This is an optimization exercise on Yosys and OpenROAD, whose aim is small area, not a production implementation.
Function was checked by simulation only, so behaviour that the tests miss may differ from the original.
No activity file was given, so power comes from the tool's default toggle rates.

Setup of west:
// rv_top
module rv_top (
    input  logic        clk,
    input  logic        reset,
    output logic [31:0] inst_addr,
    input  logic [31:0] inst_data,
    input  logic        inst_valid,
    output logic        halted,
    output logic        retire_valid,
    output logic        retire_rd_wen,
    output logic [31:0] retire_pc,
    output logic [4:0]  retire_rd_addr,
    output logic [31:0] retire_rd_data
);
    localparam logic [3:0] C_NOP   = 4'd0;
    localparam logic [3:0] C_LUI   = 4'd1;
    localparam logic [3:0] C_AUIPC = 4'd2;
    localparam logic [3:0] C_JAL   = 4'd3;
    localparam logic [3:0] C_JALR  = 4'd4;
    localparam logic [3:0] C_BR    = 4'd5;
    localparam logic [3:0] C_OPI   = 4'd6;
    localparam logic [3:0] C_OP    = 4'd7;
    localparam logic [3:0] C_EBRK  = 4'd8;
    logic [3:0]  ph;         
    logic        clr;        
    logic        irv;        
    logic        ex;         
    logic        post;       
    logic        taken;      
    logic        wen;        
    logic        halt_q;
  ...
Size: roughly 2,000 cells after synthesis, ~1,100 flip-flops, ~140 I/O pins.
==> flow/config.mk <==
export PLATFORM = sky130hd
export DESIGN_NAME = rv_top
export DESIGN_NICKNAME = rv_top
export VERILOG_FILES = /design/flow/design.v
export SDC_FILE = /design/flow/constraint.sdc
export NUM_CORES = 4
export LEC_CHECK = 0
export ABC_AREA = 1
export CAP_MARGIN = 0
export CORE_MARGIN = 2
export CORE_UTILIZATION = 58
export SLEW_MARGIN = 0
==> flow/constraint.sdc <==
create_clock -name core_clock -period 16.0 [get_ports {clk}]
set_input_delay 3.2000 -clock core_clock [delete_from_list [all_inputs] [get_ports {clk}]]
set_output_delay 3.2000 -clock core_clock [all_outputs]
set_load 0.01 [all_outputs]
standard.sh (not shown) runs the stock make flow with config.mk's settings and CLKGATE_MAP_FILE= SYNTH_SCRIPT=/design/flow/synth_recipe.tcl, a recipe that flattens the netlist after the stock synthesis.
==> flow/flow/run.sh <==
#!/bin/bash
# Standard ORFS layout with these changes:
#  - synthesis maps logic with the area-only ABC script in flow/abc_area.script
#    (same yosys flow, registers untouched; ABC buffers are removed at floorplan)
#  - port buffers are buf_1
#  - CTS without dummy loads, with clkbuf_8 clusters of up to 20 sinks, 60 um across
set -euo pipefail
mkdir -p scripts_mod
for f in "$FLOW_HOME"/scripts/*; do ln -sf "$f" scripts_mod/; done
rm -f scripts_mod/abc_area.script
cp flow/abc_area.script scripts_mod/abc_area.script
export SCRIPTS_DIR="$PWD/scripts_mod"
export BUFFER_PORTS_ARGS="-buffer_cell sky130_fd_sc_hd__buf_1"
export REMOVE_ABC_BUFFERS=1
export CTS_ARGS="-sink_clustering_enable -repair_clock_nets -dont_use_dummy_load -sink_clustering_size 20 -sink_clustering_max_diameter 60 -buf_list sky130_fd_sc_hd__clkbuf_8"
bash standard.sh > standard.log 2>&1
==> flow/flow/abc_area.script <==
strash
dc2
&get -n
&deepsyn -T 60 -S 7
&put
dch -f
amap -F 2 -A 8
topo
## Diff of input files: east against west
--- a/flow/flow/run.sh
+++ b/flow/flow/run.sh
@@ -6 +6 @@
-#  - CTS without dummy loads, with clkbuf_8 clusters of up to 20 sinks, 60 um across
+#  - CTS without dummy loads, with clkbuf_8 clusters of up to 18 sinks, 60 um across
@@ -15 +15 @@
-export CTS_ARGS="-sink_clustering_enable -repair_clock_nets -dont_use_dummy_load -sink_clustering_size 20 -sink_clustering_max_diameter 60 -buf_list sky130_fd_sc_hd__clkbuf_8"
+export CTS_ARGS="-sink_clustering_enable -repair_clock_nets -dont_use_dummy_load -sink_clustering_size 18 -sink_clustering_max_diameter 60 -buf_list sky130_fd_sc_hd__clkbuf_8"
==> comparison <==
Higher sum of met3 wire segment lengths after detailed routing among east and west: west
Diff east..west | met3 track demand over resource | negligible
As far as wire length is concerned, west and east perform about the same.
Fmax: west vs east, no meaningful difference
The final reports for east and west show final worst hold slack lower in the former.
| cell area after layout | west vs east | ≈ equal |
Compared to west, east has transition time of the tightest slew-check pin 0.014 ns higher.
Compared with west, east shows count of clock-buffer cells in the layout higher by 5.
Against west as the reference, east delivers a lower shortest period the worst path allows.
Compared with west, east has extra setup slack.

---

## job 101
Another version of the RTL of rv_top (not shown whole).
For scale: about 2000 cells after synthesis, about 140 I/O pins, about 28000 µm² of cells after synthesis.
// rv_top
module rv_top (
    input  logic        clk,
    input  logic        reset,
    output logic [31:0] inst_addr,
    input  logic [31:0] inst_data,
    input  logic        inst_valid,
    output logic        halted,
    output logic        retire_valid,
    output logic        retire_rd_wen,
    output logic [31:0] retire_pc,
    output logic [4:0]  retire_rd_addr,
    output logic [31:0] retire_rd_data
);
clock: 16.0 ns
lec_check: 0
abc_area: 1
cap_margin: 0
core_margin: 2
core_utilization: 62
place_density: 0.66
slew_margin: 0
==> flow/flow/run.sh <==
#!/bin/bash
# Standard ORFS layout with these changes:
#  - synthesis maps logic with the area-only ABC script in flow/abc_area.script
#    (same yosys flow, registers untouched; ABC buffers are removed at floorplan)
#  - port buffers are buf_1
#  - CTS without dummy loads, with clkbuf_8 clusters of up to 21 sinks, 50 um across
set -euo pipefail
mkdir -p scripts_mod
for f in "$FLOW_HOME"/scripts/*; do ln -sf "$f" scripts_mod/; done
rm -f scripts_mod/abc_area.script
cp flow/abc_area.script scripts_mod/abc_area.script
export SCRIPTS_DIR="$PWD/scripts_mod"
export BUFFER_PORTS_ARGS="-buffer_cell sky130_fd_sc_hd__buf_1"
export REMOVE_ABC_BUFFERS=1
export CTS_ARGS="-sink_clustering_enable -repair_clock_nets -dont_use_dummy_load -sink_clustering_size 21 -sink_clustering_max_diameter 50 -buf_list sky130_fd_sc_hd__clkbuf_8"
bash standard.sh > standard.log 2>&1
Scripts as last shown in full above: flow/flow/abc_area.script
The inputs of job 102 differ from those of job 101 as listed below.
--- a/flow/flow/run.sh
+++ b/flow/flow/run.sh
@@ -6 +6 @@
-#  - CTS without dummy loads, with clkbuf_8 clusters of up to 21 sinks, 50 um across
+#  - CTS without dummy loads, with clkbuf_8 clusters of up to 20 sinks, 60 um across
@@ -15 +15 @@
-export CTS_ARGS="-sink_clustering_enable -repair_clock_nets -dont_use_dummy_load -sink_clustering_size 21 -sink_clustering_max_diameter 50 -buf_list sky130_fd_sc_hd__clkbuf_8"
+export CTS_ARGS="-sink_clustering_enable -repair_clock_nets -dont_use_dummy_load -sink_clustering_size 20 -sink_clustering_max_diameter 60 -buf_list sky130_fd_sc_hd__clkbuf_8"
[summary]
Job 102: done, clean on timing, DRC and antenna
Highest attainable clock frequency shrinks slightly when moving from job 101 to job 102.
Delta(final critical-path share of the clock period, job 102 - job 101) > 0
Comparing job 101 against job 102, there is no change at all in maximum fanout along the worst path.
Lower clock buffer count from CTS goes to job 102 over job 101.
Share of synthesized cell area in full adder, half adder and majority cells: job 102 vs job 101 — no meaningful difference
Synthesized cell count (job 102 vs. job 101) decreases slightly
For job 101, the highest routing layer actually used was met4, unlike job 102, where it was met5.
Job 102 has setup slack at placement below what job 101 had.
Input changes introduced in job 103 (baseline for comparison: job 102):
- swapping 62 for 58 in CORE_UTILIZATION
- clearing PLACE_DENSITY, which used to be 0.66
- swapping 0 for 20 in CAP_MARGIN
- swapping 0 for 20 in SLEW_MARGIN
==> flow/flow/abc_area.script <==
strash
&get -n
&deepsyn -T 60
&put
dch
amap -F 2 -A 8
topo
[summary]
Job 103 reached the final stage; the timing, DRC and antenna checks on its layout passed. Job 102: all stages complete, timing, DRC and antenna checks passed. HPWL after detailed placement of job 103 falls short of that of job 102 by more than 10%. Summary — simple-gate area share of the yosys netlist, job 103 relative to job 102: higher, by 0.81 points. Job 103 vs job 102: share of the final layout cell area in multi-input gates up in job 103. Net switching power of the design of job 103 is on par with job 102. Number of global-route vias before repair ends up lower on job 103. Compared with job 102, in job 103 final core utilization -4.5 points; fmax saw an increase; worst path buffer plus inverter count went down by 1. Across both runs, number of buffers created by CTS was higher for job 103 than for job 102. Job 103 ends up with a power share of the combinational group that is 0.2 points higher than in job 102. The final reports for job 103 and job 102 show post-detailed-routing wire length lower in the former.

-- re-timing with driven ports --
No port has a modelled driver above. Below, the same layouts with a new extraction and two added sets of constraints. Step 1 (the two cells are an assumption about what drives the block):
set clk [get_ports {clk}]
set_driving_cell -lib_cell sky130_fd_sc_hd__clkbuf_16 $clk
set_driving_cell -lib_cell sky130_fd_sc_hd__buf_2 [delete_from_list [all_inputs] $clk]
Step 2 moves the port delays by t, midway between the first and last clock arrival at a register: inputs arrive t later, outputs are due t later. That takes back most of the time a late clock gives input paths. Slacks: no drivers / after step 1 / after step 2; pairs: no drivers / after step 1.
| run | t, ns | slack for setup (ns) | hold WS [ns] | latest minus earliest clock arrival (ns) | worst slew at a driven data input, ns |
|---|---|---|---|---|---|
| west | 0.686 | 6.185 / 6.212 / 5.526 | 0.296 / 0.296 / 0.296 | 0.110 / 0.111 | 0.09 |
| east | 0.697 | 6.200 / 6.227 / 5.530 | 0.290 / 0.290 / 0.290 | 0.120 / 0.120 | 0.08 |
| job 101 | 0.672 | 6.284 / 6.310 / 5.638 | 0.237 / 0.237 / 0.237 | 0.093 / 0.092 | 0.07 |
| job 102 | 0.691 | 6.218 / 6.251 / 5.561 | 0.239 / 0.239 / 0.239 | 0.085 / 0.085 | 0.14 |
| job 103 | 0.681 | 6.331 / 6.359 / 5.678 | 0.262 / 0.262 / 0.262 | 0.102 / 0.102 | 0.10 |
After both steps every run listed still meets setup and hold. The setup slack of east, which loses most, moves by +0.027 ns with the drivers and by -0.670 ns with both steps.
